This is an optimization exercise on Yosys and OpenROAD, whose aim is small area and a short achievable clock period, not a production implementation. Function was not checked in any run shown here: the RTL went through the layout flow alone. Power and IR drop assume default switching activity.

File: design/flow/design.v
module echo_train_gen #(
  parameter int N_ECHO  = 5,
  parameter int DW      = 10,
  parameter int CNT_W   = 16,
  parameter int PERIOD  = 200,
  parameter int NOISE_W = 4
) (
  input  logic                          clk,
  input  logic                          reset,
  input  logic                          start,
  input  logic                          stop,
  input  logic                          mode,
  input  logic                          noise_en,
  input  logic [8*(N_ECHO+1)-1:0]       amp_i,
  input  logic [CNT_W*(N_ECHO+1)-1:0]   delay_i,
  output logic [DW-1:0]                 sum_o,
  output logic [7:0]                    start_o,
  output logic                          busy,
  output logic                          frame_o
);
  localparam int NP = N_ECHO + 1;
  logic             run_q;
  logic [7:0]       cnt_q;
  logic [15:0]      lfsr_q;
  logic [DW-1:0]    sum_q;
  logic [7:0]       st_q;
  logic             frame_q;
  logic [7:0]       amp_q [NP];
  logic [8:0]       pos_q [NP];
  logic [7:0]       sb_q  [NP];
  logic [7:0]       h1_q  [NP];
  logic [7:0]       h2_q  [NP];
  logic             hc_q  [NP];
  logic [10:0]      y1_q, y2_q;
  logic [7:0]       p0_q;
  logic             last, latch, go;
  function automatic logic [7:0] shape4(input logic [3:0] i);
    case (i)
      4'd0:  shape4 = 8'd71;
      4'd1:  shape4 = 8'd124;
      4'd2:  shape4 = 8'd185;
      4'd3:  shape4 = 8'd235;
      4'd4:  shape4 = 8'd255;
      4'd5:  shape4 = 8'd235;
      4'd6:  shape4 = 8'd185;
      4'd7:  shape4 = 8'd124;
      4'd8:  shape4 = 8'd71;
      4'd9:  shape4 = 8'd35;
      4'd10: shape4 = 8'd14;
      4'd11: shape4 = 8'd5;
      4'd12: shape4 = 8'd2;
      4'd13: shape4 = 8'd5;
      4'd14: shape4 = 8'd14;
      default: shape4 = 8'd35;
    endcase
  endfunction
  assign last  = (cnt_q == 8'(PERIOD - 1));
  assign go    = run_q && !stop;
  assign latch = !stop && (run_q ? (last && mode) : start);
  logic [2:0] pv1_in [NP];    
  logic [8:0] pos_in [NP];
  logic [7:0] sb_in  [NP];    
  logic [5:0] b0_in;          
  always_comb begin
    for (int k = 0; k < NP; k++) begin
      logic [7:0]  a;
      logic [15:0] d;
      logic [10:0] a5;
      logic        hz;
      a  = amp_i[8*k +: 8];
      d  = delay_i[CNT_W*k +: CNT_W];
      a5 = 11'(a) + (11'(a) << 2);
      hz = (d[15:2] == 14'd0);
      b0_in[k]  = hz && d[1:0] == 2'd0 && a[7];
      pv1_in[k] = (hz && d[1:0] == 2'd1) ? {2'd0, a[7]} : (hz && d[1:0] == 2'd0) ? a5[10:8] : 3'd0;
      sb_in[k]  = !hz ? 8'd0 : (d[1:0] == 2'd0) ? 8'd14 : (d[1:0] == 2'd1) ? 8'd5 :
                  (d[1:0] == 2'd2) ? 8'd2 : 8'd0;
      pos_in[k] = (d[15:8] != 8'd0) ? 9'h100 : {1'b1, ~d[7:0]};
    end
  end
  logic [7:0] sb_d [NP];
  for (genvar k = 0; k < NP; k++) begin : g_shape
    logic [8:0] u;
    assign u = pos_q[k];
    assign sb_d[k] = ((u[8:4] == 5'd0 && u[3:0] <= 4'd11) || (u[8:2] == 7'h7F)) ? shape4(u[3:0]) : 8'd0;
  end
  logic [7:0] h1_d [NP];
  logic [7:0] h2_d [NP];
  logic       hc_d [NP];
  for (genvar k = 0; k < NP; k++) begin : g_mul
    etg_mul u_mul (.a(amp_q[k]), .s(sb_q[k]), .h1(h1_d[k]), .h2(h2_d[k]), .hc(hc_d[k]));
  end
  logic [10:0] y1_d, y2_d;
  etg_sum u_sum (
    .h1({h1_q[5], h1_q[4], h1_q[3], h1_q[2], h1_q[1], h1_q[0]}),
    .h2({h2_q[5], h2_q[4], h2_q[3], h2_q[2], h2_q[1], h2_q[0]}),
    .hc({hc_q[5], hc_q[4], hc_q[3], hc_q[2], hc_q[1], hc_q[0]}),
    .y1(y1_d), .y2(y2_d));
  logic [10:0] xs, xns;
  logic [DW-1:0] xsat, xnsat;
  assign xs    = y1_q + y2_q;
  assign xns   = y1_q + y2_q + 11'(lfsr_q[3:0]);
  assign xsat  = xs[10]  ? 10'd1023 : xs[9:0];
  assign xnsat = xns[10] ? 10'd1023 : xns[9:0];
  always_ff @(posedge clk or posedge reset) begin
    if (reset) begin
      run_q   <= 1'b0;
      lfsr_q  <= 16'hACE1;
      sum_q   <= '0;
      st_q    <= '0;
      frame_q <= 1'b0;
    end else begin
      run_q   <= run_q ? !(stop || (last && !mode)) : (start && !stop);
      if (run_q) lfsr_q <= {lfsr_q[0] ^ lfsr_q[2] ^ lfsr_q[3] ^ lfsr_q[5], lfsr_q[15:1]};
      sum_q   <= go ? (noise_en ? xnsat : xsat) : 10'd0;
      st_q    <= go ? p0_q : 8'd0;
      frame_q <= go && last;
    end
  end
  always_ff @(posedge clk) begin
    cnt_q <= (!go || last) ? 8'd0 : cnt_q + 8'd1;
    if (latch) begin
      y1_q <= 11'(b0_in[0]) + 11'(b0_in[1]) + 11'(b0_in[2]);
      y2_q <= 11'(b0_in[3]) + 11'(b0_in[4]) + 11'(b0_in[5]);
      p0_q <= {7'd0, b0_in[0]};
      for (int k = 0; k < NP; k++) begin
        amp_q[k] <= amp_i[8*k +: 8];
        pos_q[k] <= pos_in[k];
        sb_q[k]  <= sb_in[k];
        h1_q[k]  <= {5'd0, pv1_in[k]};
        h2_q[k]  <= 8'd0;
        hc_q[k]  <= 1'b0;
      end
    end else begin
      y1_q <= y1_d;
      y2_q <= y2_d;
      p0_q <= h1_q[0] + h2_q[0] + {7'd0, hc_q[0]};
      for (int k = 0; k < NP; k++) begin
        pos_q[k] <= pos_q[k] + 9'd1;
        sb_q[k]  <= sb_d[k];
        h1_q[k]  <= h1_d[k];
        h2_q[k]  <= h2_d[k];
        hc_q[k]  <= hc_d[k];
      end
    end
  end
  assign sum_o   = sum_q;
  assign start_o = st_q;
  assign frame_o = frame_q;
  assign busy    = run_q;
endmodule
module etg_mul (input logic [7:0] a, input logic [7:0] s, output logic [7:0] h1, output logic [7:0] h2, output logic hc);
  logic t1, t2, t3, t4, t5, t6, t7, t8, t9, t10, t11, t12, t13, t14, t15, t16;
  logic t17, t18, t19, t20, t21, t22, t23, t24, t25, t26, t27, t28, t29, t30, t31, t32;
  logic t33, t34, t35, t36, t37, t38, t39, t40, t41, t42, t43, t44, t45, t46, t47, t48;
  logic t49, t50, t51, t52, t53, t54, t55, t56, t57, t58, t59, t60, t61, t62, t63, t64;
  logic t65, t66, t67, t68, t69, t70, t71, t72, t73, t74, t75, t76, t77, t78, t79, t80;
  logic t81, t82, t83, t84;
  assign t1 = (a[0] & s[6]) ^ (a[1] & s[5]);
  assign t2 = (a[0] & s[6]) & (a[1] & s[5]);
  assign t3 = (a[0] & s[7]) ^ (a[1] & s[6]) ^ (a[2] & s[5]);
  assign t4 = ((a[0] & s[7]) & (a[1] & s[6])) | ((a[2] & s[5]) & ((a[0] & s[7]) ^ (a[1] & s[6])));
  assign t5 = (a[3] & s[4]) ^ (a[4] & s[3]);
  assign t6 = (a[3] & s[4]) & (a[4] & s[3]);
  assign t7 = (a[1] & s[7]) ^ (a[2] & s[6]) ^ (a[3] & s[5]);
  assign t8 = ((a[1] & s[7]) & (a[2] & s[6])) | ((a[3] & s[5]) & ((a[1] & s[7]) ^ (a[2] & s[6])));
  assign t9 = (a[4] & s[4]) ^ (a[5] & s[3]);
  assign t10 = (a[4] & s[4]) & (a[5] & s[3]);
  assign t11 = (a[2] & s[7]) ^ (a[3] & s[6]) ^ (a[4] & s[5]);
  assign t12 = ((a[2] & s[7]) & (a[3] & s[6])) | ((a[4] & s[5]) & ((a[2] & s[7]) ^ (a[3] & s[6])));
  assign t13 = (a[0] & s[4]) ^ (a[1] & s[3]);
  assign t14 = (a[0] & s[4]) & (a[1] & s[3]);
  assign t15 = (a[0] & s[5]) ^ (a[1] & s[4]) ^ (a[2] & s[3]);
  assign t16 = ((a[0] & s[5]) & (a[1] & s[4])) | ((a[2] & s[3]) & ((a[0] & s[5]) ^ (a[1] & s[4])));
  assign t17 = (a[3] & s[2]) ^ (a[4] & s[1]);
  assign t18 = (a[3] & s[2]) & (a[4] & s[1]);
  assign t19 = t1 ^ (a[2] & s[4]) ^ (a[3] & s[3]);
  assign t20 = (t1 & (a[2] & s[4])) | ((a[3] & s[3]) & (t1 ^ (a[2] & s[4])));
  assign t21 = (a[4] & s[2]) ^ (a[5] & s[1]) ^ (a[6] & s[0]);
  assign t22 = ((a[4] & s[2]) & (a[5] & s[1])) | ((a[6] & s[0]) & ((a[4] & s[2]) ^ (a[5] & s[1])));
  assign t23 = t2 ^ t3 ^ t5;
  assign t24 = (t2 & t3) | (t5 & (t2 ^ t3));
  assign t25 = (a[5] & s[2]) ^ (a[6] & s[1]) ^ (a[7] & s[0]);
  assign t26 = ((a[5] & s[2]) & (a[6] & s[1])) | ((a[7] & s[0]) & ((a[5] & s[2]) ^ (a[6] & s[1])));
  assign t27 = t4 ^ t6 ^ t7;
  assign t28 = (t4 & t6) | (t7 & (t4 ^ t6));
  assign t29 = t9 ^ (a[6] & s[2]) ^ (a[7] & s[1]);
  assign t30 = (t9 & (a[6] & s[2])) | ((a[7] & s[1]) & (t9 ^ (a[6] & s[2])));
  assign t31 = t8 ^ t10 ^ t11;
  assign t32 = (t8 & t10) | (t11 & (t8 ^ t10));
  assign t33 = (a[5] & s[4]) ^ (a[6] & s[3]) ^ (a[7] & s[2]);
  assign t34 = ((a[5] & s[4]) & (a[6] & s[3])) | ((a[7] & s[2]) & ((a[5] & s[4]) ^ (a[6] & s[3])));
  assign t35 = t12 ^ (a[3] & s[7]) ^ (a[4] & s[6]);
  assign t36 = (t12 & (a[3] & s[7])) | ((a[4] & s[6]) & (t12 ^ (a[3] & s[7])));
  assign t37 = (a[5] & s[5]) ^ (a[6] & s[4]) ^ (a[7] & s[3]);
  assign t38 = ((a[5] & s[5]) & (a[6] & s[4])) | ((a[7] & s[3]) & ((a[5] & s[5]) ^ (a[6] & s[4])));
  assign t39 = (a[4] & s[7]) ^ (a[5] & s[6]) ^ (a[6] & s[5]);
  assign t40 = ((a[4] & s[7]) & (a[5] & s[6])) | ((a[6] & s[5]) & ((a[4] & s[7]) ^ (a[5] & s[6])));
  assign t41 = (a[0] & s[3]) ^ (a[1] & s[2]);
  assign t42 = (a[0] & s[3]) & (a[1] & s[2]);
  assign t43 = t13 ^ (a[2] & s[2]) ^ (a[3] & s[1]);
  assign t44 = (t13 & (a[2] & s[2])) | ((a[3] & s[1]) & (t13 ^ (a[2] & s[2])));
  assign t45 = t14 ^ t15 ^ t17;
  assign t46 = (t14 & t15) | (t17 & (t14 ^ t15));
  assign t47 = t16 ^ t18 ^ t19;
  assign t48 = (t16 & t18) | (t19 & (t16 ^ t18));
  assign t49 = t20 ^ t22 ^ t23;
  assign t50 = (t20 & t22) | (t23 & (t20 ^ t22));
  assign t51 = t24 ^ t26 ^ t27;
  assign t52 = (t24 & t26) | (t27 & (t24 ^ t26));
  assign t53 = t28 ^ t30 ^ t31;
  assign t54 = (t28 & t30) | (t31 & (t28 ^ t30));
  assign t55 = t32 ^ t34 ^ t35;
  assign t56 = (t32 & t34) | (t35 & (t32 ^ t34));
  assign t57 = t36 ^ t38 ^ t39;
  assign t58 = (t36 & t38) | (t39 & (t36 ^ t38));
  assign t59 = t40 ^ (a[5] & s[7]) ^ (a[6] & s[6]);
  assign t60 = (t40 & (a[5] & s[7])) | ((a[6] & s[6]) & (t40 ^ (a[5] & s[7])));
  assign t61 = (a[0] & s[2]) ^ (a[1] & s[1]);
  assign t62 = (a[0] & s[2]) & (a[1] & s[1]);
  assign t63 = t41 ^ (a[2] & s[1]) ^ (a[3] & s[0]);
  assign t64 = (t41 & (a[2] & s[1])) | ((a[3] & s[0]) & (t41 ^ (a[2] & s[1])));
  assign t65 = t42 ^ t43 ^ (a[4] & s[0]);
  assign t66 = (t42 & t43) | ((a[4] & s[0]) & (t42 ^ t43));
  assign t67 = t44 ^ t45 ^ (a[5] & s[0]);
  assign t68 = (t44 & t45) | ((a[5] & s[0]) & (t44 ^ t45));
  assign t69 = t46 ^ t47 ^ t21;
  assign t70 = (t46 & t47) | (t21 & (t46 ^ t47));
  assign t71 = t48 ^ t49 ^ t25;
  assign t72 = (t48 & t49) | (t25 & (t48 ^ t49));
  assign t73 = t50 ^ t51 ^ t29;
  assign t74 = (t50 & t51) | (t29 & (t50 ^ t51));
  assign t75 = t52 ^ t53 ^ t33;
  assign t76 = (t52 & t53) | (t33 & (t52 ^ t53));
  assign t77 = t54 ^ t55 ^ t37;
  assign t78 = (t54 & t55) | (t37 & (t54 ^ t55));
  assign t79 = t56 ^ t57 ^ (a[7] & s[4]);
  assign t80 = (t56 & t57) | ((a[7] & s[4]) & (t56 ^ t57));
  assign t81 = t58 ^ t59 ^ (a[7] & s[5]);
  assign t82 = (t58 & t59) | ((a[7] & s[5]) & (t58 ^ t59));
  assign t83 = t60 ^ (a[6] & s[7]) ^ (a[7] & s[6]);
  assign t84 = (t60 & (a[6] & s[7])) | ((a[7] & s[6]) & (t60 ^ (a[6] & s[7])));
  logic [15:0] r1, r2;
  assign r1 = {1'b0, t84, t82, t80, t78, t76, t74, t72, t70, t68, t66, t64, t62, t61, (a[0] & s[1]), (a[0] & s[0])};
  assign r2 = {1'b0, (a[7] & s[7]), t83, t81, t79, t77, t75, t73, t71, t69, t67, t65, t63, (a[2] & s[0]), (a[1] & s[0]), 1'b0};
  logic [8:0] lo;
  assign lo = {1'b0, r1[7:0]} + {1'b0, r2[7:0]};
  assign hc = lo[8];
  assign h1 = r1[15:8];
  assign h2 = r2[15:8];
endmodule
module etg_sum (input logic [47:0] h1, input logic [47:0] h2, input logic [5:0] hc, output logic [10:0] y1, output logic [10:0] y2);
  logic t1, t2, t3, t4, t5, t6, t7, t8, t9, t10, t11, t12, t13, t14, t15, t16;
  logic t17, t18, t19, t20, t21, t22, t23, t24, t25, t26, t27, t28, t29, t30, t31, t32;
  logic t33, t34, t35, t36, t37, t38, t39, t40, t41, t42, t43, t44, t45, t46, t47, t48;
  logic t49, t50, t51, t52, t53, t54, t55, t56, t57, t58, t59, t60, t61, t62, t63, t64;
  logic t65, t66, t67, t68, t69, t70, t71, t72, t73, t74, t75, t76, t77, t78, t79, t80;
  logic t81, t82, t83, t84, t85, t86, t87, t88, t89, t90, t91, t92, t93, t94, t95, t96;
  logic t97, t98, t99, t100, t101, t102, t103, t104, t105, t106, t107, t108, t109, t110, t111, t112;
  logic t113, t114, t115, t116, t117, t118, t119, t120, t121, t122, t123, t124, t125, t126, t127, t128;
  logic t129, t130, t131, t132, t133, t134, t135, t136, t137, t138, t139, t140, t141, t142, t143, t144;
  logic t145, t146, t147, t148, t149, t150, t151, t152, t153, t154, t155, t156, t157, t158, t159, t160;
  logic t161, t162, t163, t164, t165, t166, t167, t168, t169, t170, t171, t172, t173, t174, t175, t176;
  logic t177, t178, t179, t180, t181, t182, t183, t184, t185, t186, t187, t188;
  assign t1 = h1[0] ^ h2[0] ^ hc[0];
  assign t2 = (h1[0] & h2[0]) | (hc[0] & (h1[0] ^ h2[0]));
  assign t3 = h1[8] ^ h2[8] ^ hc[1];
  assign t4 = (h1[8] & h2[8]) | (hc[1] & (h1[8] ^ h2[8]));
  assign t5 = h1[16] ^ h2[16];
  assign t6 = h1[16] & h2[16];
  assign t7 = h1[1] ^ h2[1] ^ h1[9];
  assign t8 = (h1[1] & h2[1]) | (h1[9] & (h1[1] ^ h2[1]));
  assign t9 = t1 ^ t3 ^ t5;
  assign t10 = (t1 & t3) | (t5 & (t1 ^ t3));
  assign t11 = hc[2] ^ h1[24] ^ h2[24];
  assign t12 = (hc[2] & h1[24]) | (h2[24] & (hc[2] ^ h1[24]));
  assign t13 = t2 ^ t4 ^ t6;
  assign t14 = (t2 & t4) | (t6 & (t2 ^ t4));
  assign t15 = t7 ^ h2[9] ^ h1[17];
  assign t16 = (t7 & h2[9]) | (h1[17] & (t7 ^ h2[9]));
  assign t17 = h2[17] ^ h1[25] ^ h2[25];
  assign t18 = (h2[17] & h1[25]) | (h2[25] & (h2[17] ^ h1[25]));
  assign t19 = t8 ^ h1[2] ^ h2[2];
  assign t20 = (t8 & h1[2]) | (h2[2] & (t8 ^ h1[2]));
  assign t21 = h1[10] ^ h2[10] ^ h1[18];
  assign t22 = (h1[10] & h2[10]) | (h1[18] & (h1[10] ^ h2[10]));
  assign t23 = h2[18] ^ h1[26] ^ h2[26];
  assign t24 = (h2[18] & h1[26]) | (h2[26] & (h2[18] ^ h1[26]));
  assign t25 = h1[34] ^ h2[34];
  assign t26 = h1[34] & h2[34];
  assign t27 = h1[3] ^ h2[3] ^ h1[11];
  assign t28 = (h1[3] & h2[3]) | (h1[11] & (h1[3] ^ h2[3]));
  assign t29 = h2[11] ^ h1[19] ^ h2[19];
  assign t30 = (h2[11] & h1[19]) | (h2[19] & (h2[11] ^ h1[19]));
  assign t31 = h1[27] ^ h2[27] ^ h1[35];
  assign t32 = (h1[27] & h2[27]) | (h1[35] & (h1[27] ^ h2[27]));
  assign t33 = h2[35] ^ h1[43];
  assign t34 = h2[35] & h1[43];
  assign t35 = h1[4] ^ h2[4] ^ h1[12];
  assign t36 = (h1[4] & h2[4]) | (h1[12] & (h1[4] ^ h2[4]));
  assign t37 = h2[12] ^ h1[20] ^ h2[20];
  assign t38 = (h2[12] & h1[20]) | (h2[20] & (h2[12] ^ h1[20]));
  assign t39 = h1[28] ^ h2[28] ^ h1[36];
  assign t40 = (h1[28] & h2[28]) | (h1[36] & (h1[28] ^ h2[28]));
  assign t41 = h2[36] ^ h1[44];
  assign t42 = h2[36] & h1[44];
  assign t43 = h1[5] ^ h2[5] ^ h1[13];
  assign t44 = (h1[5] & h2[5]) | (h1[13] & (h1[5] ^ h2[5]));
  assign t45 = h2[13] ^ h1[21] ^ h2[21];
  assign t46 = (h2[13] & h1[21]) | (h2[21] & (h2[13] ^ h1[21]));
  assign t47 = h1[29] ^ h2[29] ^ h1[37];
  assign t48 = (h1[29] & h2[29]) | (h1[37] & (h1[29] ^ h2[29]));
  assign t49 = h2[37] ^ h1[45];
  assign t50 = h2[37] & h1[45];
  assign t51 = h1[6] ^ h2[6] ^ h1[14];
  assign t52 = (h1[6] & h2[6]) | (h1[14] & (h1[6] ^ h2[6]));
  assign t53 = h2[14] ^ h1[22] ^ h2[22];
  assign t54 = (h2[14] & h1[22]) | (h2[22] & (h2[14] ^ h1[22]));
  assign t55 = h1[30] ^ h2[30] ^ h1[38];
  assign t56 = (h1[30] & h2[30]) | (h1[38] & (h1[30] ^ h2[30]));
  assign t57 = h2[38] ^ h1[46];
  assign t58 = h2[38] & h1[46];
  assign t59 = h1[7] ^ h2[7] ^ h1[15];
  assign t60 = (h1[7] & h2[7]) | (h1[15] & (h1[7] ^ h2[7]));
  assign t61 = h2[15] ^ h1[23] ^ h2[23];
  assign t62 = (h2[15] & h1[23]) | (h2[23] & (h2[15] ^ h1[23]));
  assign t63 = h1[31] ^ h2[31] ^ h1[39];
  assign t64 = (h1[31] & h2[31]) | (h1[39] & (h1[31] ^ h2[31]));
  assign t65 = h2[39] ^ h1[47];
  assign t66 = h2[39] & h1[47];
  assign t67 = t9 ^ t11 ^ hc[3];
  assign t68 = (t9 & t11) | (hc[3] & (t9 ^ t11));
  assign t69 = h1[32] ^ h2[32];
  assign t70 = h1[32] & h2[32];
  assign t71 = t10 ^ t12 ^ t13;
  assign t72 = (t10 & t12) | (t13 & (t10 ^ t12));
  assign t73 = t15 ^ t17 ^ h1[33];
  assign t74 = (t15 & t17) | (h1[33] & (t15 ^ t17));
  assign t75 = h2[33] ^ h1[41];
  assign t76 = h2[33] & h1[41];
  assign t77 = t14 ^ t16 ^ t18;
  assign t78 = (t14 & t16) | (t18 & (t14 ^ t16));
  assign t79 = t19 ^ t21 ^ t23;
  assign t80 = (t19 & t21) | (t23 & (t19 ^ t21));
  assign t81 = t25 ^ h1[42] ^ h2[42];
  assign t82 = (t25 & h1[42]) | (h2[42] & (t25 ^ h1[42]));
  assign t83 = t20 ^ t22 ^ t24;
  assign t84 = (t20 & t22) | (t24 & (t20 ^ t22));
  assign t85 = t26 ^ t27 ^ t29;
  assign t86 = (t26 & t27) | (t29 & (t26 ^ t27));
  assign t87 = t31 ^ t33 ^ h2[43];
  assign t88 = (t31 & t33) | (h2[43] & (t31 ^ t33));
  assign t89 = t28 ^ t30 ^ t32;
  assign t90 = (t28 & t30) | (t32 & (t28 ^ t30));
  assign t91 = t34 ^ t35 ^ t37;
  assign t92 = (t34 & t35) | (t37 & (t34 ^ t35));
  assign t93 = t39 ^ t41 ^ h2[44];
  assign t94 = (t39 & t41) | (h2[44] & (t39 ^ t41));
  assign t95 = t36 ^ t38 ^ t40;
  assign t96 = (t36 & t38) | (t40 & (t36 ^ t38));
  assign t97 = t42 ^ t43 ^ t45;
  assign t98 = (t42 & t43) | (t45 & (t42 ^ t43));
  assign t99 = t47 ^ t49 ^ h2[45];
  assign t100 = (t47 & t49) | (h2[45] & (t47 ^ t49));
  assign t101 = t44 ^ t46 ^ t48;
  assign t102 = (t44 & t46) | (t48 & (t44 ^ t46));
  assign t103 = t50 ^ t51 ^ t53;
  assign t104 = (t50 & t51) | (t53 & (t50 ^ t51));
  assign t105 = t55 ^ t57 ^ h2[46];
  assign t106 = (t55 & t57) | (h2[46] & (t55 ^ t57));
  assign t107 = t52 ^ t54 ^ t56;
  assign t108 = (t52 & t54) | (t56 & (t52 ^ t54));
  assign t109 = t58 ^ t59 ^ t61;
  assign t110 = (t58 & t59) | (t61 & (t58 ^ t59));
  assign t111 = t63 ^ t65 ^ h2[47];
  assign t112 = (t63 & t65) | (h2[47] & (t63 ^ t65));
  assign t113 = t60 ^ t62;
  assign t114 = t60 & t62;
  assign t115 = t67 ^ t69 ^ hc[4];
  assign t116 = (t67 & t69) | (hc[4] & (t67 ^ t69));
  assign t117 = t68 ^ t70 ^ t71;
  assign t118 = (t68 & t70) | (t71 & (t68 ^ t70));
  assign t119 = t73 ^ t75;
  assign t120 = t73 & t75;
  assign t121 = t72 ^ t74 ^ t76;
  assign t122 = (t72 & t74) | (t76 & (t72 ^ t74));
  assign t123 = t77 ^ t79 ^ t81;
  assign t124 = (t77 & t79) | (t81 & (t77 ^ t79));
  assign t125 = t78 ^ t80 ^ t82;
  assign t126 = (t78 & t80) | (t82 & (t78 ^ t80));
  assign t127 = t83 ^ t85 ^ t87;
  assign t128 = (t83 & t85) | (t87 & (t83 ^ t85));
  assign t129 = t84 ^ t86 ^ t88;
  assign t130 = (t84 & t86) | (t88 & (t84 ^ t86));
  assign t131 = t89 ^ t91 ^ t93;
  assign t132 = (t89 & t91) | (t93 & (t89 ^ t91));
  assign t133 = t90 ^ t92 ^ t94;
  assign t134 = (t90 & t92) | (t94 & (t90 ^ t92));
  assign t135 = t95 ^ t97 ^ t99;
  assign t136 = (t95 & t97) | (t99 & (t95 ^ t97));
  assign t137 = t96 ^ t98 ^ t100;
  assign t138 = (t96 & t98) | (t100 & (t96 ^ t98));
  assign t139 = t101 ^ t103 ^ t105;
  assign t140 = (t101 & t103) | (t105 & (t101 ^ t103));
  assign t141 = t102 ^ t104 ^ t106;
  assign t142 = (t102 & t104) | (t106 & (t102 ^ t104));
  assign t143 = t107 ^ t109 ^ t111;
  assign t144 = (t107 & t109) | (t111 & (t107 ^ t109));
  assign t145 = t108 ^ t110 ^ t112;
  assign t146 = (t108 & t110) | (t112 & (t108 ^ t110));
  assign t147 = t113 ^ t64 ^ t66;
  assign t148 = (t113 & t64) | (t66 & (t113 ^ t64));
  assign t149 = t115 ^ h1[40];
  assign t150 = t115 & h1[40];
  assign t151 = t116 ^ t117 ^ t119;
  assign t152 = (t116 & t117) | (t119 & (t116 ^ t117));
  assign t153 = t118 ^ t120 ^ t121;
  assign t154 = (t118 & t120) | (t121 & (t118 ^ t120));
  assign t155 = t122 ^ t124 ^ t125;
  assign t156 = (t122 & t124) | (t125 & (t122 ^ t124));
  assign t157 = t126 ^ t128 ^ t129;
  assign t158 = (t126 & t128) | (t129 & (t126 ^ t128));
  assign t159 = t130 ^ t132 ^ t133;
  assign t160 = (t130 & t132) | (t133 & (t130 ^ t132));
  assign t161 = t134 ^ t136 ^ t137;
  assign t162 = (t134 & t136) | (t137 & (t134 ^ t136));
  assign t163 = t138 ^ t140 ^ t141;
  assign t164 = (t138 & t140) | (t141 & (t138 ^ t140));
  assign t165 = t142 ^ t144 ^ t145;
  assign t166 = (t142 & t144) | (t145 & (t142 ^ t144));
  assign t167 = t146 ^ t148;
  assign t168 = t146 & t148;
  assign t169 = t149 ^ h2[40];
  assign t170 = t149 & h2[40];
  assign t171 = t150 ^ t151 ^ h2[41];
  assign t172 = (t150 & t151) | (h2[41] & (t150 ^ t151));
  assign t173 = t152 ^ t153 ^ t123;
  assign t174 = (t152 & t153) | (t123 & (t152 ^ t153));
  assign t175 = t154 ^ t155 ^ t127;
  assign t176 = (t154 & t155) | (t127 & (t154 ^ t155));
  assign t177 = t156 ^ t157 ^ t131;
  assign t178 = (t156 & t157) | (t131 & (t156 ^ t157));
  assign t179 = t158 ^ t159 ^ t135;
  assign t180 = (t158 & t159) | (t135 & (t158 ^ t159));
  assign t181 = t160 ^ t161 ^ t139;
  assign t182 = (t160 & t161) | (t139 & (t160 ^ t161));
  assign t183 = t162 ^ t163 ^ t143;
  assign t184 = (t162 & t163) | (t143 & (t162 ^ t163));
  assign t185 = t164 ^ t165 ^ t147;
  assign t186 = (t164 & t165) | (t147 & (t164 ^ t165));
  assign t187 = t166 ^ t167 ^ t114;
  assign t188 = (t166 & t167) | (t114 & (t166 ^ t167));
  logic [10:0] r1, r2;
  assign r1 = {t188, t186, t184, t182, t180, t178, t176, t174, t172, t170, t169};
  assign r2 = {t168, t187, t185, t183, t181, t179, t177, t175, t173, t171, hc[5]};
  assign y1 = r1;
  assign y2 = r2;
endmodule
File: design/flow/run.sh
#!/bin/bash
# synth_recipe.tcl (not shown) runs the flow's synth.tcl, then flattens the netlist and writes it again
# the make line also repeats each setting of config.mk as NAME=value (left out here)
make -C /OpenROAD-flow-scripts/flow DESIGN_CONFIG=/design/flow/config.mk WORK_HOME=/design/flow/orfs CLKGATE_MAP_FILE= SYNTH_SCRIPT=/design/flow/synth_recipe.tcl finish
File: design/flow/config.mk
export PLATFORM = sky130hd
export DESIGN_NAME = echo_train_gen
export DESIGN_NICKNAME = echo_train_gen
export VERILOG_FILES = /design/flow/design.v
export SDC_FILE = /design/flow/constraint.sdc
export NUM_CORES = 4
export LEC_CHECK = 0
export CAP_MARGIN = 20
export CORE_MARGIN = 2
export CORE_UTILIZATION = 40
export SETUP_SLACK_MARGIN = 5
export SLEW_MARGIN = 20
File: design/flow/constraint.sdc
create_clock -name core_clock -period 10.5 [get_ports {clk}]
set_input_delay 2.1000 -clock core_clock [delete_from_list [all_inputs] [get_ports {clk}]]
set_output_delay 2.1000 -clock core_clock [all_outputs]
set_load 0.01 [all_outputs]
==> results of run 1 <==
==> cells by family (layout without fill, tap and decap cells) <==
kind of cell	Yosys count	after routing	synth area share (%)
XOR/XNOR	74	74	2.64
flip-flops	360	360	31.3
multiplexers	67	67	2.82
buffers and inverters	439	647	6.65
AND/OR/NAND/NOR	856	856	17.4
AO/OA/AOI/OAI	270	270	7.03
adder cells (fa/ha/maj)	475	475	32.1
==> synthesized netlist by cell type, types with 31 or more instances <==
| library cell | count |
|---|---|
| a21oi_1 | 67 |
| and2_1 | 250 |
| and3_1 | 40 |
| dfxtp_1 | 276 |
| edfxtp_1 | 48 |
| fa_1 | 285 |
| ha_1 | 190 |
| inv_1 | 385 |
| mux2i_1 | 36 |
| nand2_1 | 302 |
| nand3_1 | 37 |
| nor2_1 | 95 |
| o21ai_0 | 59 |
| xnor2_1 | 31 |
| xor2_1 | 41 |
==> power by group <==
part	total (W)	internal (W)	switching (W)
registers	0.00170	0.00160	0.000105
logic	0.000860	0.000396	0.000464
clock network	0.00153	0.000930	0.000602
total	0.00410	0.00293	0.00117
==> metal layers <==
metal | routed length, um | global-route usage [%] | share of wire [%]
met5 | 0 | 0 | 0
met4 | 1390 | 5.66 | 2.5
met3 | 2250 | 2.89 | 4.1
met2 | 26300 | 30.1 | 48
met1 | 25200 | 23.3 | 46
==> worst max path at each step <==
stage                                                              endpoint  slack (ns)  cells past startpoint
2_1_floorplan                                         amp_q[0][0]$_DFFE_PP_        5.45                      7
3_3_place_gp   shape4$func$/design/flow/design.v:85$6695.$result[5]$_DFF_P_        5.14                      9
3_5_place_dp   shape4$func$/design/flow/design.v:85$6695.$result[5]$_DFF_P_        5.03                      9
4_1_cts        shape4$func$/design/flow/design.v:85$6695.$result[5]$_DFF_P_        5.62                      9
5_1_grt        shape4$func$/design/flow/design.v:85$6695.$result[5]$_DFF_P_        5.42                      9
6_report       shape4$func$/design/flow/design.v:85$6695.$result[5]$_DFF_P_        5.63                      9
==> stage by stage <==
stage                     area (um^2)  util, %  instances  hold slack, ns
after floorplan                 25100        -       2541           0.399
after detailed placement        27700     44.8       3507           0.415
after global placement          27700     44.8       3507           0.411
after CTS                       29200     47.1       3585           0.428
after global routing            29200     47.2       3586           0.441
final                           29200     47.2       3586           0.424
==> state kept, by name, summed over array words and instances (netlist names), 6 cells and up <==
register	count
pos_q	54
amp_q	48
sb_q	48
h1_q	42
h2_q	42
lfsr_q	16
sum_q	10
y1_q	10
y2_q	10
cnt_q	8
p0_q	8
shape4$func$/design/flow/design.v:85$6692.$result	8
shape4$func$/design/flow/design.v:85$6693.$result	8
shape4$func$/design/flow/design.v:85$6694.$result	8
shape4$func$/design/flow/design.v:85$6695.$result	8
shape4$func$/design/flow/design.v:85$6696.$result	8
shape4$func$/design/flow/design.v:85$6697.$result	8
st_q	8
hc_q	6
==> final cells by class <==
type                            count  area [um^2]
Clock buffer                       59         1210
Clock inverter                     19          250
Fill cell                        5845        32700
Inverter                          392         1470
Multi-Input combinational cell   1742        15600
Sequential cell                   360         7880
Tap cell                          837         1050
Timing Repair Buffer              177         1750
==> reports/qor.csv, run 1 <==
metric;value;unit
outcome;complete, no violations;
Detail Route Antenna Nets;0;
global-route wire length before repair;93600;um
Critical Path End Type;register;
Reg clk slew, reported paths;0.05;ns
CTS tree;yes;
share of the synthesized area in the top cell type;22.7;%
Static Leak;13.2;nW
Synth Flop Type;dfxtp_1;
worst-path cell chain;clkdlybuf4s50_1, nand4_1, a21o_4, inv_4, buf_4, o21ai_1, o21ai_1, mux2_2, mux2_2;
Critical Path Start;mode;
drt wl/cell;15.4;um
initial core utilization;40.6;%
Area Growth Syn to Fin;16.2;%
Final Total Pwr;0.00410;W
Routed WL;55100;um
nets@finish;3340;
total gr overflow;0;
top cells by area, synth;fa_1 23%, dfxtp_1 22%, ha_1 9.5%, and2_1 6.2%, inv_1 5.7%;
post-synthesis cell area;25100;um^2
TritonCTS Buffers;42;
Slew HR;22.9;%
gr usage total;17.8;%
clk sinks;360;
RePlAce Congestion;0.825;
Min Clock Period, post-route;4.87;ns
Die H;255;um
final hold violations;0;
hold_sp;shape4$func$/design/flow/design.v:85$6695.$result[6]$_DFF_P_;
drt drc;0;
Setup violations, final;0;
Max Clock Skew;0.0166;ns
H-Tree Depth;2;
HPWL Detailed;43600;um
Die ar.;64900;um^2
final count of pins violating max slew;0;
share of cells above drive strength 1;5.64;%
Fmax achieved;0.206;GHz
path depth of the worst reg2reg path;9;
drt first pass iters;5;
Setup Buffers After CTS;0;
Crit Path Category;in2reg;
Inserted Diodes;0;
Post-synth ARST share;10.0;%
vias in the first global route;18600;
syn nets;3166;
Root Driver;clkbuf_16;
reg2reg end;shape4$func$/design/flow/design.v:85$6695.$result[2]$_DFF_P_;
largest stage delay on the critical path;0.57;ns
I/O Buffers;169;
Syn Inst Count;2541;
Buf+Inv Stages, Crit Path;3;
Max FO, Critical Path;59;
biggest area consumer among synthesized cells;fa_1;
setup_tns;0;ns
most common cell after layout, fill and taps aside;inv_1;
Critical R2R Launch;run_q$_DFF_PP0_;
number of synthesized flops with an enable pin;48;
Worst-Margin Slew;1.12;ns
MaxCap Viol Count;0;
Worst Hold Class;reg2reg;
hold depth;1;
Final period util;46.3;%
Core Area;61900;um^2
required time of the critical path;10.95;ns
post-synthesis sequential area ratio;31.3;%
clock latency (worst-skew pair);0.57;ns
routed vias;17400;
num ports;170;
largest buffer count on any clock path;3;
Crit path max-delay family;buffers and inverters;
Critical Path Source Type;primary input;
FF+latch count, synth;360;
CTS Hold Bufs;0;
Mapped Avg Cell Area;9.89;um^2
Critical Path AT;5.32;ns
Row Count;91;
PnR worst setup slack;5.63;ns
most frequent cells in the layout;385 x inv_1, 302 x nand2_1, 285 x fa_1, 276 x dfxtp_1, 250 x and2_1;
RSZ-0062 raised after global routing;false;
Die Span X;255;um
largest net degree at the start of global routing;80;
Endpoint, Worst Hold;sb_q[3][6]$_SDFF_PP0_;
Cell Pwr Density;140;nW/um^2
initial antenna violation count;0;
initial DRC count;862;
yosys warns;24;
slowest cell on the critical path;buf_4;
# resized after CTS;0;
pre-CTS WS;5.03;ns
Synth cell types;78;
peak supply drop;0.0921;mV
r2r setup slk;6.70;ns
DR vias/cell;4.85;
==> run 2: changes to the inputs <==
--- a/design/flow/design.v
+++ b/design/flow/design.v
@@ -34,28 +34,10 @@
   logic [10:0]      y1_q, y2_q;
   logic [7:0]       p0_q;
-  logic             last, latch, go;
-  function automatic logic [7:0] shape4(input logic [3:0] i);
-    case (i)
-      4'd0:  shape4 = 8'd71;
-      4'd1:  shape4 = 8'd124;
-      4'd2:  shape4 = 8'd185;
-      4'd3:  shape4 = 8'd235;
-      4'd4:  shape4 = 8'd255;
-      4'd5:  shape4 = 8'd235;
-      4'd6:  shape4 = 8'd185;
-      4'd7:  shape4 = 8'd124;
-      4'd8:  shape4 = 8'd71;
-      4'd9:  shape4 = 8'd35;
-      4'd10: shape4 = 8'd14;
-      4'd11: shape4 = 8'd5;
-      4'd12: shape4 = 8'd2;
-      4'd13: shape4 = 8'd5;
-      4'd14: shape4 = 8'd14;
-      default: shape4 = 8'd35;
-    endcase
-  endfunction
-  assign last  = (cnt_q == 8'(PERIOD - 1));
-  assign go    = run_q && !stop;
-  assign latch = !stop && (run_q ? (last && mode) : start);
+  logic             last, go;
+  logic             last_q;
+  logic ld;
+  assign last = last_q;
+  assign go   = run_q && !stop;
+  assign ld   = !run_q || last_q;
   logic [2:0] pv1_in [NP];    
   logic [8:0] pos_in [NP];
@@ -83,5 +65,10 @@
     logic [8:0] u;
     assign u = pos_q[k];
-    assign sb_d[k] = ((u[8:4] == 5'd0 && u[3:0] <= 4'd11) || (u[8:2] == 7'h7F)) ? shape4(u[3:0]) : 8'd0;
+    logic       win;
+    logic [7:0] s4;
+    assign win = (u[8:4] == 5'd0 && u[3:0] <= 4'd11) || (u[8:2] == 7'h7F);
+    localparam logic [127:0] SHAPE4 = 128'h230e0502050e23477cb9ebffebb97c47;
+    assign s4 = SHAPE4[8*u[3:0] +: 8];
+    assign sb_d[k] = win ? s4 : 8'd0;
   end
   logic [7:0] h1_d [NP];
@@ -119,6 +106,7 @@
   end
   always_ff @(posedge clk) begin
-    cnt_q <= (!go || last) ? 8'd0 : cnt_q + 8'd1;
-    if (latch) begin
+    cnt_q  <= ld ? 8'd0 : cnt_q + 8'd1;
+    last_q <= run_q && cnt_q == 8'(PERIOD - 2);
+    if (ld) begin
       y1_q <= 11'(b0_in[0]) + 11'(b0_in[1]) + 11'(b0_in[2]);
       y2_q <= 11'(b0_in[3]) + 11'(b0_in[4]) + 11'(b0_in[5]);
--- a/design/flow/config.mk
+++ b/design/flow/config.mk
@@ -8,5 +8,5 @@
 export CAP_MARGIN = 20
 export CORE_MARGIN = 2
-export CORE_UTILIZATION = 40
+export CORE_UTILIZATION = 60
 export SETUP_SLACK_MARGIN = 5
 export SLEW_MARGIN = 20
==> reports/qor.csv, run 2 <==
metric;value;unit;change
Synth Flop Type;dfxtp_1;;
Critical R2R Launch;h1_q[0][0]$_DFF_P_;;
Root Driver;clkbuf_16;;
gr usage total;26.3;%;+8.5 points
Static Leak;12.1;nW;-8.3%
vias in the first global route;17800;;-4.4%
most frequent cells after synthesis;394 x inv_1, 287 x nand2_1, 285 x fa_1, 229 x and2_1, 229 x dfxtp_1;;
Setup violations, final;0;;unchanged
grt peak-use layer;met2;;
yosys warns;24;;unchanged
number of synthesized flops with an enable pin;48;;unchanged
post-synthesis cell area;23600;um^2;-6.1%
M3 GR Usage;3.98;%;+1.1 points
initial DRC count;813;;-5.7%
setup_tns;0;ns;unchanged
CTS tree;yes;;
Routed WL;51300;um;-7.0%
biggest regs;pos_q: 54 flops, amp_q: 48 flops, sb_q: 48 flops;;
Area Growth Syn to Fin;14.6;%;
FF+latch count, synth;313;;-13%
Final Total Pwr;0.00292;W;-29%
HPWL Detailed;40200;um;-7.6%
initial antenna violation count;1;;+1
Worst-Margin Slew;0.992;ns;-0.133 ns
Max FO, Critical Path;3;;-95%
drt wl/cell;16.3;um;+6.1%
Die ar.;40900;um^2;-37%
outcome;complete, no violations;;
final hold violations;0;;unchanged
Mapped Avg Cell Area;9.68;um^2;-2.2%
global-route wire length before repair;87600;um;-6.4%
routed vias;16900;;-2.8%
Fmax achieved;0.230;GHz;+12%
Die H;202;um;-21%
share of the synthesized area in the top cell type;24.2;%;+1.5 points
I/O Buffers;169;;unchanged
RSZ-0062 raised after global routing;false;;
grt met2 use;45.4;%;+15 points
Critical Path AT;4.79;ns;-0.53 ns
Die Span X;202;um;-21%
MaxCap Viol Count;0;;unchanged
Critical Path Source Type;primary input;;
Endpoint, Worst Hold;st_q[2]$_DFF_PP0_;;
Detail Route Antenna Nets;0;;unchanged
Core Area;38700;um^2;-37%
clk sinks;313;;-13%
TritonCTS Buffers;36;;-14%
path depth of the worst reg2reg path;10;;+1
drt drc;0;;unchanged
Critical Path End Type;register;;
r2r setup slk;6.49;ns;-0.21 ns
total gr overflow;0;;unchanged
drt first pass iters;5;;unchanged
clock latency (worst-skew pair);0.55;ns;-0.02 ns
Largest Register;pos_q;;
RePlAce Congestion;0.888;;+7.7%
Fin Hold WS;0.434;ns;+0.0100 ns
hold_sp;p0_q[2]$_SDFF_PN0_;;
H-Tree Depth;2;;unchanged
Post-synth ARST share;11.5;%;+1.5 points
post-synthesis sequential area ratio;29.4;%;-1.9 points
final count of pins violating max slew;0;;unchanged
most common cell after layout, fill and taps aside;inv_1;;
Setup Buffers After CTS;0;;unchanged
# resized after CTS;0;;unchanged
biggest area consumer among synthesized cells;fa_1;;
Min Clock Period, post-route;4.35;ns;-0.521 ns
PnR worst setup slack;6.15;ns;+0.521 ns
top cells by area, synth;fa_1 24%, dfxtp_1 19%, ha_1 9.2%, inv_1 6.3%, edfxtp_1 6.1%;;
peak supply drop;0.114;mV;+23%
Syn Inst Count;2438;;-4.1%
nets@finish;3208;;-4.0%
Row Count;72;;-21%
DR vias/cell;5.37;;+11%
largest buffer count on any clock path;3;;unchanged
most frequent cell after synthesis;inv_1;;
share of cells above drive strength 1;4.80;%;-0.84 points
Crit Path Category;in2reg;;
Worst Hold Class;reg2reg;;
hold depth;1;;unchanged
most frequent cells in the layout;393 x inv_1, 287 x nand2_1, 285 x fa_1, 229 x and2_1, 229 x dfxtp_1;;
pre-CTS WS;5.51;ns;+0.473 ns
required time of the critical path;10.94;ns;about the same
Final period util;41.4;%;-5.0 points
Critical Path Start;delay_i[37];;
fillers;3043;;-48%
Max Clock Skew;0.0138;ns;-0.00274 ns
initial core utilization;60.9;%;+20 points
Reg clk slew, reported paths;0.06;ns;about the same
syn nets;3046;;-3.8%
reg2reg end;y2_q[1]$_DFF_P_;;
CTS Hold Bufs;0;;unchanged
Slew HR;33.9;%;+11 points
met1 global-route usage;35.0;%;+12 points
max reg flops;54;;unchanged
largest net degree at the start of global routing;86;;+7.5%
Inserted Diodes;0;;unchanged
num ports;170;;unchanged
Synth cell types;69;;-12%
Cell Pwr Density;108;nW/um^2;-23%
==> run 2: metrics by stage <==
step / instance area (um^2) / cells / utilization [%]
floorplan: 23600 / 2438 / -
global placement: 25800 / 3080 / 66.6
detailed placement: 25800 / 3080 / 66.6
CTS: 27100 / 3145 / 69.8
global route: 27100 / 3145 / 69.8
finish: 27100 / 3145 / 69.8
==> run 2: routing by layer <==
metal | vias up | share of wire (%) | wire (um)
met5 | - | 0 | 0
li1 | 8149 | - | -
met3 | 73 | 4.6 | 2360
met1 | 8303 | 44 | 22800
met2 | 374 | 49 | 25100
met4 | 0 | 2.0 | 1000
==> run 2: kinds of logic (layout without fill, tap and decap cells) <==
family | Yosys count | after routing | share of synthesized area, %
buffers and inverters | 443 | 632 | 7.05
AO/OA/AOI/OAI | 280 | 280 | 7.62
AND/OR/NAND/NOR | 838 | 838 | 18.2
XOR/XNOR | 76 | 76 | 2.85
adder cells (fa/ha/maj) | 458 | 458 | 33.3
flip-flops | 313 | 313 | 29.4
multiplexers | 30 | 30 | 1.57
==> run 2: final cells by class <==
class	instances	area [um^2]	area share, %
repair buffers	173	1720	6.36
clock buffers	44	1010	3.74
clock inverters	21	243	0.897
well taps	518	648	2.40
flip-flops and latches	313	6940	25.6
inverters	394	1480	5.48
multi-input cells	1682	15000	55.5
==> run 2: worst max-delay path by stage <==
stage,to
6_report,y1_q[0]$_DFF_P_
5_1_grt,y1_q[0]$_DFF_P_
4_1_cts,y1_q[0]$_DFF_P_
3_5_place_dp,y1_q[0]$_DFF_P_
3_3_place_gp,y1_q[0]$_DFF_P_
2_1_floorplan,y1_q[0]$_DFF_P_
==> run 2: worst max-delay path: stages <==
cell,delay [ns]
clkdlybuf4s50_1,0.42
or4_1,0.49
or4_1,0.55
nor4_1,0.57
fa_1,0.53
nand2_1,0.06
nand2_1,0.06
==> run 2: power by group <==
part	switching [W]	total (W)	leakage [nW]	internal [W]
Clock	0.000534	0.00133	0.617	0.000794
Sequential	0.0000630	0.00135	2.79	0.00128
Combinational	0.000115	0.000250	8.70	0.000135
==> run 3: changes to the inputs <==
--- a/design/flow/config.mk
+++ b/design/flow/config.mk
@@ -8,5 +8,5 @@
 export CAP_MARGIN = 20
 export CORE_MARGIN = 2
-export CORE_UTILIZATION = 60
+export CORE_UTILIZATION = 40
 export SETUP_SLACK_MARGIN = 5
 export SLEW_MARGIN = 20
==> reports/qor.csv, run 3 <==
metric;value;unit;change
NetSw;0.000706;W;-0.98%
final count of pins violating max slew;0;;unchanged
share of the synthesized area in the top cell type;24.2;%;unchanged
initial core utilization;40.2;%;-21 points
Core Area;58700;um^2;+51%
num ports;170;;unchanged
most frequent cells after synthesis;394 x inv_1, 287 x nand2_1, 285 x fa_1, 229 x and2_1, 229 x dfxtp_1;;
RePlAce Congestion;0.851;;-4.2%
post-synthesis cell area;23600;um^2;unchanged
required time of the critical path;10.95;ns;about the same
Final Total Pwr;0.00295;W;+0.87%
Die Span X;247;um;+22%
peak supply drop;0.131;mV;+15%
Synth Flop Type;dfxtp_1;;
Max FO, Critical Path;3;;unchanged
routed vias;16800;;-0.70%
Largest Register;pos_q;;
Critical Path AT;4.82;ns;+0.03 ns
most frequent cells in the layout;393 x inv_1, 287 x nand2_1, 285 x fa_1, 229 x and2_1, 229 x dfxtp_1;;
global-route wire length before repair;88500;um;+1.0%
Mapped Avg Cell Area;9.68;um^2;unchanged
Synth cell types;69;;unchanged
Cell Pwr Density;108;nW/um^2;-0.48%
outcome;complete, no violations;;
Critical Path Start;delay_i[37];;
most frequent cell after synthesis;inv_1;;
Area Growth Syn to Fin;16.2;%;
Crit Path Category;in2reg;;
CTS Hold Bufs;0;;unchanged
FF+latch count, synth;313;;unchanged
Detail Route Antenna Nets;0;;unchanged
Row Count;89;;+24%
biggest regs;pos_q: 54 flops, amp_q: 48 flops, sb_q: 48 flops;;
nets@finish;3211;;+0.094%
Critical R2R Launch;h1_q[0][0]$_DFF_P_;;
Slew HR;43.8;%;+10 points
switching share of power;23.9;%;-0.45 points
Setup Buffers After CTS;0;;unchanged
vias in the first global route;17600;;-0.91%
slowest cell on the critical path;or4_1;;
Die H;247;um;+22%
Final period util;41.7;%;+0.31 points
number of synthesized flops with an enable pin;48;;unchanged
biggest area consumer among synthesized cells;fa_1;;
drt first pass iters;7;;+2
clock latency (worst-skew pair);0.56;ns;about the same
Critical Path Source Type;primary input;;
Crit path max-delay family;simple AND/OR/NAND/NOR gates;;
Logic pwr share;8.4;%;about the same
Root Driver;clkbuf_16;;
final hold violations;0;;unchanged
Routed WL;52700;um;+2.9%
hold_sp;cnt_q[0]$_SDFF_PN0_;;
Worst-Margin Slew;0.842;ns;-0.150 ns
max reg flops;54;;unchanged
I/O Buffers;169;;unchanged
total gr overflow;0;;unchanged
initial DRC count;808;;-0.62%
fillers;5542;;+82%
share of cells above drive strength 1;4.67;%;-0.12 points
Max Clock Skew;0.0254;ns;+0.0116 ns
DR vias/cell;4.93;;-8.3%
initial antenna violation count;0;;-1
worst-path cell chain;clkdlybuf4s50_1, or4_1, or4_1, nor4_1, fa_1, nand2_1, nand2_1;;
clk sinks;313;;unchanged
# resized after CTS;0;;unchanged
yosys warns;24;;unchanged
Setup violations, final;0;;unchanged
setup_tns;0;ns;unchanged
RSZ-0062 raised after global routing;false;;
Die ar.;61000;um^2;+49%
Static Leak;12.1;nW;+0.24%
CTS tree;yes;;
Worst Hold Class;reg2reg;;
Post-synth ARST share;11.5;%;unchanged
largest net degree at the start of global routing;70;;-19%
TritonCTS Buffers;38;;+5.6%
post-synthesis sequential area ratio;29.4;%;unchanged
largest stage delay on the critical path;0.58;ns;about the same
Critical Path End Type;register;;
drt drc;0;;unchanged
top cells by area, synth;fa_1 24%, dfxtp_1 19%, ha_1 9.2%, inv_1 6.3%, edfxtp_1 6.1%;;
MaxCap Viol Count;0;;unchanged
Reg power frac;45.6;%;-0.5 points
gr usage total;18.0;%;-8.3 points
Pint;0.00224;W;+1.5%
largest buffer count on any clock path;3;;unchanged
Min Clock Period, post-route;4.38;ns;+0.0324 ns
syn nets;3046;;unchanged
Fmax achieved;0.228;GHz;-0.74%
Reg clk slew, reported paths;0.06;ns;about the same
clock share of power;46.0;%;+0.6 points
H-Tree Depth;2;;unchanged
Buf+Inv Stages, Crit Path;1;;unchanged
drt wl/cell;15.5;um;-5.0%
Syn Inst Count;2438;;unchanged
HPWL Detailed;41900;um;+4.2%
most common cell after layout, fill and taps aside;inv_1;;
## run 3: cell counts after synthesis
No cell type changed its count.
## run 3: power by group through the flow
| stage | clock network [W] | logic (W) | registers (W) |
|---|---|---|---|
| global route | 0.00145 | 0.000277 | 0.00135 |
| floorplan | 0 | 0.000151 | 0.00135 |
| global placement | 0 | 0.000244 | 0.00137 |
| CTS | 0.00140 | 0.000252 | 0.00135 |
| detailed placement | 0 | 0.000251 | 0.00137 |
| finish | 0.00136 | 0.000249 | 0.00135 |
## run 3: path summary, 6_finish.rpt
kind / cells past startpoint / slack, ns / endpoint
setup / recovery: 7 / 6.12 / y1_q[0]$_DFF_P_
hold / removal: 1 / 0.45 / cnt_q[0]$_SDFF_PN0_
setup reg to reg: 10 / 6.55 / y2_q[1]$_DFF_P_
hold reg to reg: 1 / 0.45 / cnt_q[0]$_SDFF_PN0_
max in group asynchronous: 3 / 8.20 / lfsr_q[6]$_DFFE_PP1P_
min in group asynchronous: 3 / 1.95 / sum_q[9]$_DFF_PP0_
## run 3: cells by family (layout without fill, tap and decap cells)
group                    after synthesis  count (layout)  synth area share (%)
XOR/XNOR                              76              76                  2.85
AND/OR/NAND/NOR                      838             838                  18.2
buffers and inverters                443             637                  7.05
adder cells (fa/ha/maj)              458             458                  33.3
other                                  0               1                     0
multiplexers                          30              30                  1.57
flip-flops                           313             313                  29.4
AO/OA/AOI/OAI                        280             280                  7.62
## run 3: area by class of cell
class	count	area [um^2]	area share (%)
antenna	1	2.50	0.00913
clock buffer	54	1130	4.11
clock inverter	15	165	0.602
inverter	394	1480	5.41
multi-input combinational	1682	15000	54.7
sequential	313	6940	25.3
tap	773	967	3.53
timing repair buffer	174	1730	6.31
## run 3: stage by stage
step	utilization (%)	setup WS, ns	hold WS [ns]	std cells	cell area [um^2]
4_1_cts	46.7	6.10	0.457	3405	27400
6_report	46.7	6.12	0.453	3406	27400
2_1_floorplan	-	6.42	0.392	2438	23600
3_5_place_dp	44.5	5.51	0.445	3336	26100
3_3_place_gp	44.5	5.53	0.441	3336	26100
5_1_grt	46.7	6.02	0.471	3405	27400
## run 3: per-layer routing
metal / track usage [%] / part of all wire, % / vias to the layer above
met5: 0 / 0 / -
met3: 2.44 / 3.7 / 77
met4: 6.31 / 2.9 / 0
li1: - / - / 8154
met2: 31.0 / 49 / 296
met1: 23.1 / 45 / 8254
## run 3: worst register-to-register path, cell delays in order, from the launching register on
cell	delay [ns]
dfxtp_1	0.30
inv_1	0.06
fa_1	0.63
fa_1	0.50
fa_1	0.56
inv_1	0.05
fa_1	0.47
inv_1	0.05
fa_1	0.50
fa_1	0.61
o21ai_0	0.11
==> run 4: changes to the inputs <==
==> design/flow/flow/run.sh (new file) <==
#!/bin/bash
set -euo pipefail
MARGIN=${MARGIN:-7}
sed "s/SETUP_SLACK_MARGIN=[0-9.]*/SETUP_SLACK_MARGIN=$MARGIN/" standard.sh > standard_margin.sh
bash standard_margin.sh > standard.log 2>&1
==> design/flow/standard.sh (new file) <==
#!/bin/bash
# synth_recipe.tcl (not shown) runs the flow's synth.tcl, then flattens the netlist and writes it again
# the make line also repeats each setting of config.mk as NAME=value (left out here)
make -C /OpenROAD-flow-scripts/flow DESIGN_CONFIG=/design/flow/config.mk WORK_HOME=/design/flow/orfs CLKGATE_MAP_FILE= SYNTH_SCRIPT=/design/flow/synth_recipe.tcl "${@:-finish}"
removed: design/flow/run.sh
==> reports/qor.csv, run 4 <==
metric;value;unit;change
Root Driver;clkbuf_16;;
Detail Route Antenna Nets;0;;unchanged
Crit Path Category;in2reg;;
Die H;247;um;unchanged
biggest area consumer among synthesized cells;fa_1;;
most common cell after layout, fill and taps aside;inv_1;;
setup_tns;0;ns;unchanged
Synth Flop Type;dfxtp_1;;
most frequent cell after synthesis;inv_1;;
Synth cell types;69;;unchanged
Static Leak;12.6;nW;+3.8%
drt first pass iters;5;;-2
RSZ-0062 raised after global routing;true;;
Row Count;89;;unchanged
RePlAce Congestion;0.841;;-1.2%
Critical Path End Type;register;;
fillers;5420;;-2.2%
Mapped Avg Cell Area;9.68;um^2;unchanged
Worst-Margin Slew;0.807;ns;-0.0354 ns
largest net degree at the start of global routing;76;;+8.6%
Met1 Routed Length;22900;um;-2.9%
post-synthesis cell area;23600;um^2;unchanged
initial DRC count;632;;-22%
Cell Pwr Density;106;nW/um^2;-1.2%
Core Area;58700;um^2;unchanged
most frequent cells in the layout;385 x inv_1, 280 x nand2_1, 272 x fa_1, 227 x and2_1, 214 x dfxtp_1;;
most frequent cells after synthesis;394 x inv_1, 287 x nand2_1, 285 x fa_1, 229 x and2_1, 229 x dfxtp_1;;
largest stage delay on the critical path;0.51;ns;-0.07 ns
syn nets;3046;;unchanged
clk sinks;313;;unchanged
total gr overflow;0;;unchanged
I/O Buffers;169;;unchanged
Setup violations, final;0;;unchanged
global-route wire length before repair;87300;um;-1.4%
drt drc;0;;unchanged
nets@finish;3252;;+1.3%
CP Depth;7;;unchanged
path depth of the worst reg2reg path;10;;unchanged
Final Total Pwr;0.00298;W;+1.1%
biggest regs;pos_q: 54 flops, amp_q: 48 flops, sb_q: 48 flops;;
final hold violations;0;;unchanged
initial antenna violation count;1;;+1
Critical Path AT;4.18;ns;-0.64 ns
gr usage total;17.6;%;-0.35 points
top cells by area, synth;fa_1 24%, dfxtp_1 19%, ha_1 9.2%, inv_1 6.3%, edfxtp_1 6.1%;;
number of synthesized flops with an enable pin;48;;unchanged
met3 WL;1850;um;-4.9%
Largest Register;pos_q;;
FF+latch count, synth;313;;unchanged
H-Tree Depth;2;;unchanged
DR vias/cell;4.91;;-0.31%
post-synthesis sequential area ratio;29.4;%;unchanged
Max Clock Skew;0.0201;ns;-0.00534 ns
Die Span X;247;um;unchanged
routed vias;16900;;+0.89%
Post-synth ARST share;11.5;%;unchanged
hold_sp;p0_q[6]$_SDFF_PN0_;;
Top Layer Used;met4;;
HPWL Detailed;41000;um;-2.3%
largest buffer count on any clock path;3;;unchanged
peak supply drop;0.0955;mV;-27%
yosys warns;24;;unchanged
share of the synthesized area in the top cell type;24.2;%;unchanged
outcome;complete, no violations;;
Critical R2R Launch;hc_q[0]$_SDFF_PN0_;;
Fmax achieved;0.268;GHz;+17%
num ports;170;;unchanged
worst-path cell chain;buf_6, or4_4, or4_4, nor4_4, fa_1, nand2_1, nand2_1;;
Area Growth Syn to Fin;18.9;%;
Critical Path Source Type;primary input;;
Die ar.;61000;um^2;unchanged
Syn Inst Count;2438;;unchanged
clock latency (worst-skew pair);0.55;ns;about the same
drt wl/cell;15.3;um;-1.0%
slowest cell on the critical path;or4_4;;
Reg clk slew, reported paths;0.06;ns;about the same
Crit path max-delay family;simple AND/OR/NAND/NOR gates;;
initial core utilization;40.2;%;unchanged
WL met2;27000;um;+5.3%
Max FO, Critical Path;2;;-1
Worst Hold Class;reg2reg;;
MaxCap Viol Count;0;;unchanged
Critical Path Start;delay_i[37];;
CTS tree;yes;;
final count of pins violating max slew;0;;unchanged
Slew HR;46.2;%;+2.4 points
required time of the critical path;10.95;ns;about the same
Fin Hold WS;0.444;ns;-0.00872 ns
Buf+Inv Stages, Crit Path;1;;unchanged
hold depth;1;;unchanged
TritonCTS Buffers;38;;unchanged
max reg flops;54;;unchanged
Final period util;35.5;%;-6.1 points
Min Clock Period, post-route;3.73;ns;-0.645 ns
vias in the first global route;17800;;+0.79%
share of cells above drive strength 1;10.0;%;+5.4 points
CTS Hold Bufs;0;;unchanged
Routed WL;52800;um;+0.17%
## run 4: cell count changes in the layout (fill, tap and decap cells not counted), sizes merged, moves of 9 or more
| cell | delta |
|---|---|
| dlymetal6s2s | +9 |
| clkbuf | +11 |
| buf | +45 |
| dlygate4sd2 | +25 |
| clkdlybuf4s50 | -55 |
## run 4: path summary, 6_finish.rpt
| path | to | slack (ns) |
|---|---|---|
| max reg2reg | y2_q[1]$_DFF_P_ | 6.85 |
| min in group asynchronous | lfsr_q[14]$_DFFE_PP0P_ | 1.95 |
| min | st_q[6]$_DFF_PP0_ | 0.44 |
| min reg2reg | st_q[6]$_DFF_PP0_ | 0.44 |
| max in group asynchronous | run_q$_DFF_PP0_ | 8.22 |
| max | y1_q[0]$_DFF_P_ | 6.77 |
## run 4: where the power goes
part           internal, W  switching (W)
sequential         0.00128      0.0000594
clock             0.000848       0.000522
combinational     0.000141       0.000129
## run 4: worst register-to-register path: stages, from the launching register on
cell     delay [ns]
dfxtp_2        0.34
inv_1          0.07
fa_2           0.53
fa_2           0.38
fa_2           0.56
inv_1          0.06
fa_2           0.51
inv_1          0.05
fa_2           0.52
fa_1           0.41
o21ai_0        0.16
## run 4: cell type report
cell class,count,area [um^2],share of cell area (%)
Clock buffer,53,1160,4.15
Tap cell,773,967,3.45
Antenna cell,1,2.50,0.00892
Sequential cell,313,6960,24.8
Inverter,394,1480,5.29
Timing Repair Buffer,215,1970,7.03
Clock inverter,16,165,0.588
Multi-Input combinational cell,1682,15400,54.7
## run 4: timing repair
item                                    in CTS  in global routing
gates cloned                                 0                  0
pin swaps                                   31                 45
endpoints found under the setup margin      49                 37
endpoints found under the hold margin        0                  0
buffers inserted                            13                 28
resized for setup                           90                 98
## run 4: kinds of logic after synthesis
family	count (synthesis)	synth area share, %
simple gates	838	18.2
fa+ha+maj	458	33.3
buf+inv	443	7.05
flops	313	29.4
compound gates	280	7.62
xor+xnor	76	2.85
mux	30	1.57
## run 4: stage by stage
| stage | util [%] | worst slack [ns] | area [um^2] | instances |
|---|---|---|---|---|
| 3_5_place_dp | 44.7 | 5.78 | 26200 | 3336 |
| 6_report | 47.8 | 6.77 | 28100 | 3447 |
| 2_1_floorplan | - | 6.56 | 23700 | 2438 |
| 5_1_grt | 47.8 | 6.70 | 28100 | 3447 |
| 3_3_place_gp | 44.7 | 5.79 | 26200 | 3336 |
| 4_1_cts | 47.2 | 6.62 | 27700 | 3418 |
## run 4: layer usage
metal / global-route usage, % / vias to the layer above
met4: 4.64 / 0
met2: 31.7 / 256
met3: 2.12 / 68
li1: - / 8241
met5: 0 / -
met1: 22.3 / 8365

==> re-timing with driven ports <==
No port has a modelled driver above. Below, the same layouts with a new extraction and two added sets of constraints.
Step 1: set_driving_cell puts a clkbuf_16 on clk and a buf_2 on each other input, an assumption about the parent block.
Step 2 moves the port delays by t, midway between the first and last clock arrival at a register: inputs arrive t later, outputs are due t later. That takes back most of the time a late clock gives input paths.
a / b / c = ideal / step 1 / step 2; a / b = the first two.
run	t (ns)	setup slack, ns	worst setup path at the end	clock arrival spread, ns	cell pins on the clock port's net
run 1	0.626	5.634 / 5.670 / 5.044	input to register	0.018 / 0.018	1
run 2	0.607	6.155 / 6.183 / 5.576	input to register	0.017 / 0.016	1
run 3	0.611	6.122 / 6.159 / 5.548	input to register	0.026 / 0.026	1
run 4	0.602	6.767 / 6.790 / 6.188	input to register	0.021 / 0.022	1
After both steps every run listed still meets setup and hold. For run 1, which loses most, drivers alone change the setup slack by +0.036 ns; drivers and shift together by -0.590 ns.
